From an optimization exercise on the open Yosys and OpenROAD flow, aimed at small area; shortcuts taken in it are not production practice. Where RTL was checked, it was by simulation tests only, not by an equivalence proof against the original. Power is estimated from default activity; no workload was simulated.

Setup of build 4:
// gshare_predictor
module gshare_predictor #(
    parameter int HISTORY_BITS = 8,
    parameter int BTB_ENTRIES  = 16
) (
    input  logic                    clk,
    input  logic                    rst,
    input  logic                    fetch_valid,
    input  logic                    fetch_fire,
    input  logic [31:0]             fetch_pc,
    output logic                    pred_valid,
    output logic                    pred_taken,
    output logic [31:0]             pred_target,
    output logic [HISTORY_BITS-1:0] pred_index,
    input  logic                    commit_valid,
    input  logic                    commit_pred_valid,
    input  logic [HISTORY_BITS-1:0] commit_index,
    input  logic                    commit_taken,
    input  logic [31:0]             commit_pc,
    input  logic [31:0]             commit_target,
    input  logic                    flush
);
For scale: about 1500 flip-flops, roughly 150 I/O pins, roughly 0.063 sq mm of cells after synthesis.
Settings: LEC_CHECK=0, CAP_MARGIN=10, CORE_MARGIN=2, CORE_UTILIZATION=40, CTS_CLUSTER_DIAMETER=100, CTS_CLUSTER_SIZE=28, SETUP_SLACK_MARGIN=0.0, SLEW_MARGIN=10; clock period 7.0 ns.
run.sh (not shown) runs the stock make flow with config.mk's settings and CLKGATE_MAP_FILE= SYNTH_SCRIPT=/design/flow/synth_recipe.tcl, a recipe that flattens the netlist after the stock synthesis.
Build 4: no failed stages, no open violations at the end
Modified inputs, build 94 compared to build 4
# build 4
export LEC_CHECK = 0
export CAP_MARGIN = 10
export CORE_MARGIN = 2
export CORE_UTILIZATION = 40
export CTS_CLUSTER_DIAMETER = 100
export CTS_CLUSTER_SIZE = 28
export SETUP_SLACK_MARGIN = 0.0
export SLEW_MARGIN = 10
create_clock -name core_clock -period 7.0 [get_ports {clk}]
# build 94
export LEC_CHECK = 0
export CAP_MARGIN = 20
export CORE_MARGIN = 2
export CORE_UTILIZATION = 70
export CTS_CLUSTER_DIAMETER = 100
export CTS_CLUSTER_SIZE = 28
export SETUP_SLACK_MARGIN = 0.3
export SLEW_MARGIN = 20
create_clock -name core_clock -period 7.0 [get_ports {clk}]
==> flow/flow/run.sh (new file) <==
#!/bin/bash
set -euo pipefail
export BUFFER_PORTS_ARGS="-buffer_cell sky130_fd_sc_hd__buf_1"
bash standard.sh > standard.log 2>&1
==> flow/standard.sh (new file) <==
#!/bin/bash
# synth_recipe.tcl (not shown) runs the flow's synth.tcl, then flattens the netlist and writes it again
# the make line also repeats each setting of config.mk as NAME=value (left out here)
make -C /OpenROAD-flow-scripts/flow DESIGN_CONFIG=/design/flow/config.mk WORK_HOME=/design/flow/orfs CLKGATE_MAP_FILE= SYNTH_SCRIPT=/design/flow/synth_recipe.tcl "${@:-finish}"
removed: flow/run.sh
## What came out
On combinational power, the higher figure sits with build 4, not build 94.
Between build 4 and build 94, the flow reports leakage power decreasing by a few percent.
Going from build 4 to build 94, clock period minus final worst setup slack shrank by 0.0042 ns; post-route cell area decreased 3.5%; peak clock frequency supported by timing closely matched the old numbers; total wire length after detailed routing fell 7.6 mm.
The following lists how build 13 was set up differently from build 94:
# build 94
export LEC_CHECK = 0
export CAP_MARGIN = 20
export CORE_MARGIN = 2
export CORE_UTILIZATION = 70
export CTS_CLUSTER_DIAMETER = 100
export CTS_CLUSTER_SIZE = 28
export SETUP_SLACK_MARGIN = 0.3
export SLEW_MARGIN = 20
create_clock -name core_clock -period 7.0 [get_ports {clk}]
# build 13
export LEC_CHECK = 0
export CAP_MARGIN = 20
export CORE_MARGIN = 2
export CORE_UTILIZATION = 40
export CTS_CLUSTER_DIAMETER = 100
export CTS_CLUSTER_SIZE = 28
export SETUP_SLACK_MARGIN = 0.3
export SLEW_MARGIN = 20
create_clock -name core_clock -period 7.0 [get_ports {clk}]
==> flow/run.sh (new file) <==
#!/bin/bash
# synth_recipe.tcl (not shown) runs the flow's synth.tcl, then flattens the netlist and writes it again
# the make line also repeats each setting of config.mk as NAME=value (left out here)
make -C /OpenROAD-flow-scripts/flow DESIGN_CONFIG=/design/flow/config.mk WORK_HOME=/design/flow/orfs CLKGATE_MAP_FILE= SYNTH_SCRIPT=/design/flow/synth_recipe.tcl finish
removed: flow/flow/run.sh
removed: flow/standard.sh
Combined global-route utilization of all metal layers (lower): build 13. First-pass GRT wire length in build 13 is 3.2% above build 94. Build 13 vs build 94: number of filler cells placed in the layout up by more than 100%. Setup slack in build 13 is smaller than in build 94. Taking build 13 as 1.0, build 94 lands at 1.06 on via count of the first global-routing pass.
Here is what was changed in the inputs of build 45 compared with build 13.
# build 13
export LEC_CHECK = 0
export CAP_MARGIN = 20
export CORE_MARGIN = 2
export CORE_UTILIZATION = 40
export CTS_CLUSTER_DIAMETER = 100
export CTS_CLUSTER_SIZE = 28
export SETUP_SLACK_MARGIN = 0.3
export SLEW_MARGIN = 20
create_clock -name core_clock -period 7.0 [get_ports {clk}]
# build 45
export LEC_CHECK = 0
export CAP_MARGIN = 20
export CORE_MARGIN = 2
export CORE_UTILIZATION = 70
export CTS_CLUSTER_DIAMETER = 100
export CTS_CLUSTER_SIZE = 32
export SETUP_SLACK_MARGIN = 0.3
export SLEW_MARGIN = 20
create_clock -name core_clock -period 7.0 [get_ports {clk}]
==> flow/flow/run.sh (new file) <==
#!/bin/bash
set -euo pipefail
export BUFFER_PORTS_ARGS="-buffer_cell sky130_fd_sc_hd__buf_1"
bash standard.sh > standard.log 2>&1
==> flow/standard.sh (new file) <==
#!/bin/bash
# synth_recipe.tcl (not shown) runs the flow's synth.tcl, then flattens the netlist and writes it again
# the make line also repeats each setting of config.mk as NAME=value (left out here)
make -C /OpenROAD-flow-scripts/flow DESIGN_CONFIG=/design/flow/config.mk WORK_HOME=/design/flow/orfs CLKGATE_MAP_FILE= SYNTH_SCRIPT=/design/flow/synth_recipe.tcl "${@:-finish}"
removed: flow/run.sh
Findings:
Between build 45 and build 13, it is build 45 whose fraction of area in non-clock buffers is lower, by 1.5 points.
Both conditions hold for build 45: the flow ran to the end and the final layout passed the timing, DRC and antenna checks.
The flow did not stop early for build 13: all stages ran, and the layout cleared the timing, DRC and antenna checks.
[compare] base=build 13 new=build 45: hold violation total from the final report now sits at about the same level, overall routing resource usage picked up an extra 13 points, total number of cells along the worst setup path moved down, path depth of the worst reg2reg path decreased 1, antenna cell count now larger.

Another version of the RTL of gshare_predictor (not shown whole).
Size in the first run: ~5100 cells after synthesis, ~150 I/O pins, ~54000 sq um of cells after synthesis.
==> flow/config.mk <==
export PLATFORM = sky130hd
export DESIGN_NAME = gshare_predictor
export DESIGN_NICKNAME = gshare_predictor
export VERILOG_FILES = /design/flow/design.v
export SDC_FILE = /design/flow/constraint.sdc
export NUM_CORES = 4
export LEC_CHECK = 0
export CAP_MARGIN = 20
export CORE_MARGIN = 2
export CORE_UTILIZATION = 70
export CTS_CLUSTER_DIAMETER = 100
export CTS_CLUSTER_SIZE = 28
export SETUP_SLACK_MARGIN = 0.3
export SLEW_MARGIN = 20
export SYNTH_HIERARCHICAL = 1
==> flow/constraint.sdc <==
create_clock -name core_clock -period 7.0 [get_ports {clk}]
set_input_delay 1.4000 -clock core_clock [delete_from_list [all_inputs] [get_ports {clk}]]
set_output_delay 1.4000 -clock core_clock [all_outputs]
set_load 0.01 [all_outputs]
standard.sh (not shown) runs the stock make flow with config.mk's settings and CLKGATE_MAP_FILE= SYNTH_SCRIPT=/design/flow/synth_recipe.tcl, a recipe that flattens the netlist after the stock synthesis.
==> flow/flow/run.sh <==
#!/bin/bash
set -euo pipefail
export BUFFER_PORTS_ARGS="-buffer_cell sky130_fd_sc_hd__buf_1"
bash standard.sh > standard.log 2>&1
Rerun with:
- CORE_UTILIZATION: 70 -> 55
- PLACE_DENSITY: unset -> 0.8
- SETUP_SLACK_MARGIN: 0.3 -> 0.0
=> The new run passed the timing, DRC and antenna checks. Area after synthesis stays the same. Global-route usage falls by 11 points. Power hardly moves. Design area stays flat. Cell count rises by 3.2%.

== the baseline ==
gshare_predictor, a different RTL version from the one above (not shown whole).
Size: ~4500 cells after synthesis, about 1500 flip-flops, roughly 62000 um^2 of cells after synthesis.
make LEC_CHECK=0 CAP_MARGIN=20 CORE_MARGIN=2 CORE_UTILIZATION=40 CTS_BUF_LIST=sky130_fd_sc_hd__clkbuf_4 SETUP_SLACK_MARGIN=0.3 SLEW_MARGIN=20 finish   # period 7.0 ns
run.sh (not shown) runs the stock make flow with config.mk's settings and CLKGATE_MAP_FILE= SYNTH_SCRIPT=/design/flow/synth_recipe.tcl, a recipe that flattens the netlist after the stock synthesis.
Stock flow here: none of the scripts above is used.
### the baseline -> the candidate
# the baseline
export LEC_CHECK = 0
export CAP_MARGIN = 20
export CORE_MARGIN = 2
export CORE_UTILIZATION = 40
export CTS_BUF_LIST = sky130_fd_sc_hd__clkbuf_4
export SETUP_SLACK_MARGIN = 0.3
export SLEW_MARGIN = 20
create_clock -name core_clock -period 7.0 [get_ports {clk}]
# the candidate
export LEC_CHECK = 0
export CAP_MARGIN = 20
export CORE_MARGIN = 2
export CORE_UTILIZATION = 40
export CTS_CLUSTER_DIAMETER = 100
export CTS_CLUSTER_SIZE = 28
export SETUP_SLACK_MARGIN = 0.3
export SLEW_MARGIN = 20
create_clock -name core_clock -period 7.0 [get_ports {clk}]
Notes after the runs:
- Total inserted antenna cells down 11 in the candidate wrt the baseline
- The baseline -> the candidate: net count of the finished layout decreased by a little under 10%
- Between the candidate and the baseline, the count of filler cells inserted in the layout figures differ only marginally.
- Comparing the baseline with the candidate, the maximum cell stage delay along the critical path came out essentially unchanged.
- In the candidate, combined area of the multi-input logic cells is lower than in the baseline.
No functional check of the RTL was part of any run of this note.

== build 76 ==
The RTL this note starts from:
==> flow/design.v <==
module gshare_predictor #(
    parameter int HISTORY_BITS = 8,
    parameter int BTB_ENTRIES  = 16
) (
    input  logic                    clk,
    input  logic                    rst,
    input  logic                    fetch_valid,
    input  logic                    fetch_fire,
    input  logic [31:0]             fetch_pc,
    output logic                    pred_valid,
    output logic                    pred_taken,
    output logic [31:0]             pred_target,
    output logic [HISTORY_BITS-1:0] pred_index,
    input  logic                    commit_valid,
    input  logic                    commit_pred_valid,
    input  logic [HISTORY_BITS-1:0] commit_index,
    input  logic                    commit_taken,
    input  logic [31:0]             commit_pc,
    input  logic [31:0]             commit_target,
    input  logic                    flush
);
    localparam int BI          = $clog2(BTB_ENTRIES);
    localparam int PHT_ENTRIES = 1 << HISTORY_BITS;
    localparam int TAG_W       = 32 - BI - 2;
    logic [PHT_ENTRIES-1:0]  pht_dir_r;
    logic [PHT_ENTRIES-1:0]  pht_str_r;
    logic [BTB_ENTRIES-1:0]  btb_valid_r;
    logic [TAG_W-1:0]        btb_tag_r    [0:BTB_ENTRIES-1];
    logic [31:0]             btb_target_r [0:BTB_ENTRIES-1];
    logic [HISTORY_BITS-1:0] spec_ghr_r;
    logic [HISTORY_BITS-1:0] arch_ghr_r;
    logic [HISTORY_BITS-1:0] idx_s;
    logic [BI-1:0]           fetch_set_s;
    logic [TAG_W-1:0]        fetch_tag_s;
    logic                    hit_s;
    logic [HISTORY_BITS-1:0] arch_next_s;
    logic [BI-1:0]           commit_set_s;
    logic [TAG_W-1:0]        commit_tag_s;
    logic                    unused_s;
    assign unused_s     = ^{fetch_pc[1:0], commit_pc[1:0]};
    assign commit_set_s = commit_pc[BI+1:2];
    assign commit_tag_s = commit_pc[31:BI+2];
    assign fetch_set_s = fetch_pc[BI+1:2];
    assign fetch_tag_s = fetch_pc[31:BI+2];
    assign idx_s       = fetch_pc[HISTORY_BITS+1:2] ^ spec_ghr_r;
    assign hit_s       = btb_valid_r[fetch_set_s] && (btb_tag_r[fetch_set_s] == fetch_tag_s);
    assign pred_valid  = fetch_valid & hit_s;
    assign pred_taken  = fetch_valid & hit_s & pht_dir_r[idx_s];
    assign pred_index  = fetch_valid ? idx_s : {HISTORY_BITS{1'b0}};
    assign pred_target = hit_s ? btb_target_r[fetch_set_s] : 32'h0000_0000;
    assign arch_next_s = (commit_valid && commit_pred_valid) ?
                         {arch_ghr_r[HISTORY_BITS-2:0], commit_taken} : arch_ghr_r;
    always_ff @(posedge clk or posedge rst) begin
        if (rst) begin
            spec_ghr_r <= {HISTORY_BITS{1'b0}};
            arch_ghr_r <= {HISTORY_BITS{1'b0}};
        end else begin
            arch_ghr_r <= arch_next_s;
            if (flush) begin
                spec_ghr_r <= arch_next_s;
            end else if (fetch_fire && pred_valid) begin
                spec_ghr_r <= {spec_ghr_r[HISTORY_BITS-2:0], pred_taken};
            end
        end
    end
    always_ff @(posedge clk or posedge rst) begin
        if (rst) begin
            pht_dir_r <= {PHT_ENTRIES{1'b0}};
            pht_str_r <= {PHT_ENTRIES{1'b0}};
        end else begin
            for (int i = 0; i < PHT_ENTRIES; i++) begin
                if (commit_valid && commit_index == i) begin
                    pht_str_r[i] <= (commit_taken == pht_dir_r[i]);
                    if (!pht_str_r[i]) pht_dir_r[i] <= commit_taken;
                end
            end
        end
    end
    always_ff @(posedge clk or posedge rst) begin
        if (rst) begin
            btb_valid_r <= {BTB_ENTRIES{1'b0}};
        end else if (commit_valid && commit_taken) begin
            btb_valid_r[commit_set_s] <= 1'b1;
        end
    end
    always_ff @(posedge clk) begin
        if (commit_valid && commit_taken) begin
            btb_tag_r[commit_set_s]    <= commit_tag_s;
            btb_target_r[commit_set_s] <= commit_target;
        end
    end
endmodule
Settings: LEC_CHECK=0, CAP_MARGIN=20, CORE_MARGIN=2, CORE_UTILIZATION=70, CTS_BUF_LIST=sky130_fd_sc_hd__clkbuf_8, CTS_CLUSTER_DIAMETER=100, CTS_CLUSTER_SIZE=18, SETUP_SLACK_MARGIN=0.3, SLEW_MARGIN=20; clock period 7.0 ns.
standard.sh (not shown) runs the stock make flow with config.mk's settings and CLKGATE_MAP_FILE= SYNTH_SCRIPT=/design/flow/synth_recipe.tcl, a recipe that flattens the netlist after the stock synthesis.
Scripts as last shown in full above: flow/flow/run.sh
Build 76 ended with every stage complete and zero timing, DRC or antenna violations.
What build 57 does differently from build 76 at the input level:
- CORE_UTILIZATION now 40, was 70
- CTS_CLUSTER_SIZE now 28, was 18
- CTS_BUF_LIST no longer set, was sky130_fd_sc_hd__clkbuf_8
Results
- Area growth from synthesis to layout: higher on build 57
- Summary: with build 76 as the reference, pin count of the biggest net entering global routing in build 57 moved down by more than a quarter.
- Diff build 76 -> build 57 | aggregate routed wire length | increase of 6900 um
- In build 57, total power is higher than in build 76.
- Looking at final period utilization, build 57 sits 1.8 points below build 76.
### build 57 -> build 78
- changing CORE_UTILIZATION from 40 to 55
==> comparison <==
Build 78 ended with more total number of vias than build 57.
Clock-buffer cell count was lower in build 78 than in build 57.
The total length of routed wires was comparable across build 57 and build 78.
As far as wire length of the first global-routing pass is concerned, build 57 and build 78 perform about the same.
## Diff of input files: build 67 against build 78
- changing CORE_UTILIZATION from 55 to 40
- removing CTS_CLUSTER_DIAMETER (formerly 100)
- removing CTS_CLUSTER_SIZE (formerly 28)
==> flow/run.sh (new file) <==
#!/bin/bash
# synth_recipe.tcl (not shown) runs the flow's synth.tcl, then flattens the netlist and writes it again
# the make line also repeats each setting of config.mk as NAME=value (left out here)
make -C /OpenROAD-flow-scripts/flow DESIGN_CONFIG=/design/flow/config.mk WORK_HOME=/design/flow/orfs CLKGATE_MAP_FILE= SYNTH_SCRIPT=/design/flow/synth_recipe.tcl finish
removed: flow/flow/run.sh
removed: flow/standard.sh
## What came out
Build 67 has final cell count above what build 78 had.
Delta(routability-driven placement congestion ratio, build 67 - build 78) < 0
Going from build 78 to build 67, the share of power burned in the clock network was found to have gone up by 14 points.

==> what the ideal ports hide <==
Ports are ideal in the flow. The routed layouts listed here were re-timed in OpenROAD. Step 1 (the two cells are an assumption about what drives the block):
set clk [get_ports {clk}]
set_driving_cell -lib_cell sky130_fd_sc_hd__clkbuf_16 $clk
set_driving_cell -lib_cell sky130_fd_sc_hd__buf_2 [delete_from_list [all_inputs] $clk]
Step 2 times the ports against the registers' clock, not the clock port: input delays grow and output delays shrink by t, the midpoint of the rising clock arrivals with the driver on. a / b / c = ideal ports / drivers / drivers and shift; a / b = the first two.
run	t, ns	setup WS [ns]	hold slack, ns	worst setup path at the end	pins driven straight from the clock port
build 4	0.784	0.456 / 0.419 / 0.419	0.464 / 0.464 / 0.464	input to output	1
build 94	0.746	0.461 / 0.428 / 0.428	0.469 / 0.469 / 0.469	input to output	1
build 13	0.802	0.438 / 0.384 / 0.384	0.467 / 0.467 / 0.467	input to output	1
build 45	0.738	0.467 / 0.433 / 0.433	0.470 / 0.470 / 0.470	input to output	1
the first run of note 2	0.792	0.365 / 0.269 / 0.269	0.471 / 0.471 / 0.471	input to output	1
the second run of note 2	0.815	0.210 / 0.134 / 0.134	0.469 / 0.469 / 0.469	input to output	1
the baseline	1.337	0.287 / 0.131 / 0.131	0.454 / 0.442 / 0.454	input to output	1
the candidate	0.807	0.290 / 0.134 / 0.134	0.466 / 0.466 / 0.466	input to output	1
build 76	0.843	0.440 / 0.407 / 0.407	0.468 / 0.468 / 0.468	input to output	1
build 57	0.784	0.568 / 0.512 / 0.512	0.461 / 0.461 / 0.461	input to output	1
build 78	0.800	0.606 / 0.579 / 0.579	0.468 / 0.468 / 0.468	input to output	1
build 67	0.853	0.445 / 0.391 / 0.391	0.454 / 0.454 / 0.454	input to output	1
After both steps every run listed still meets setup and hold.
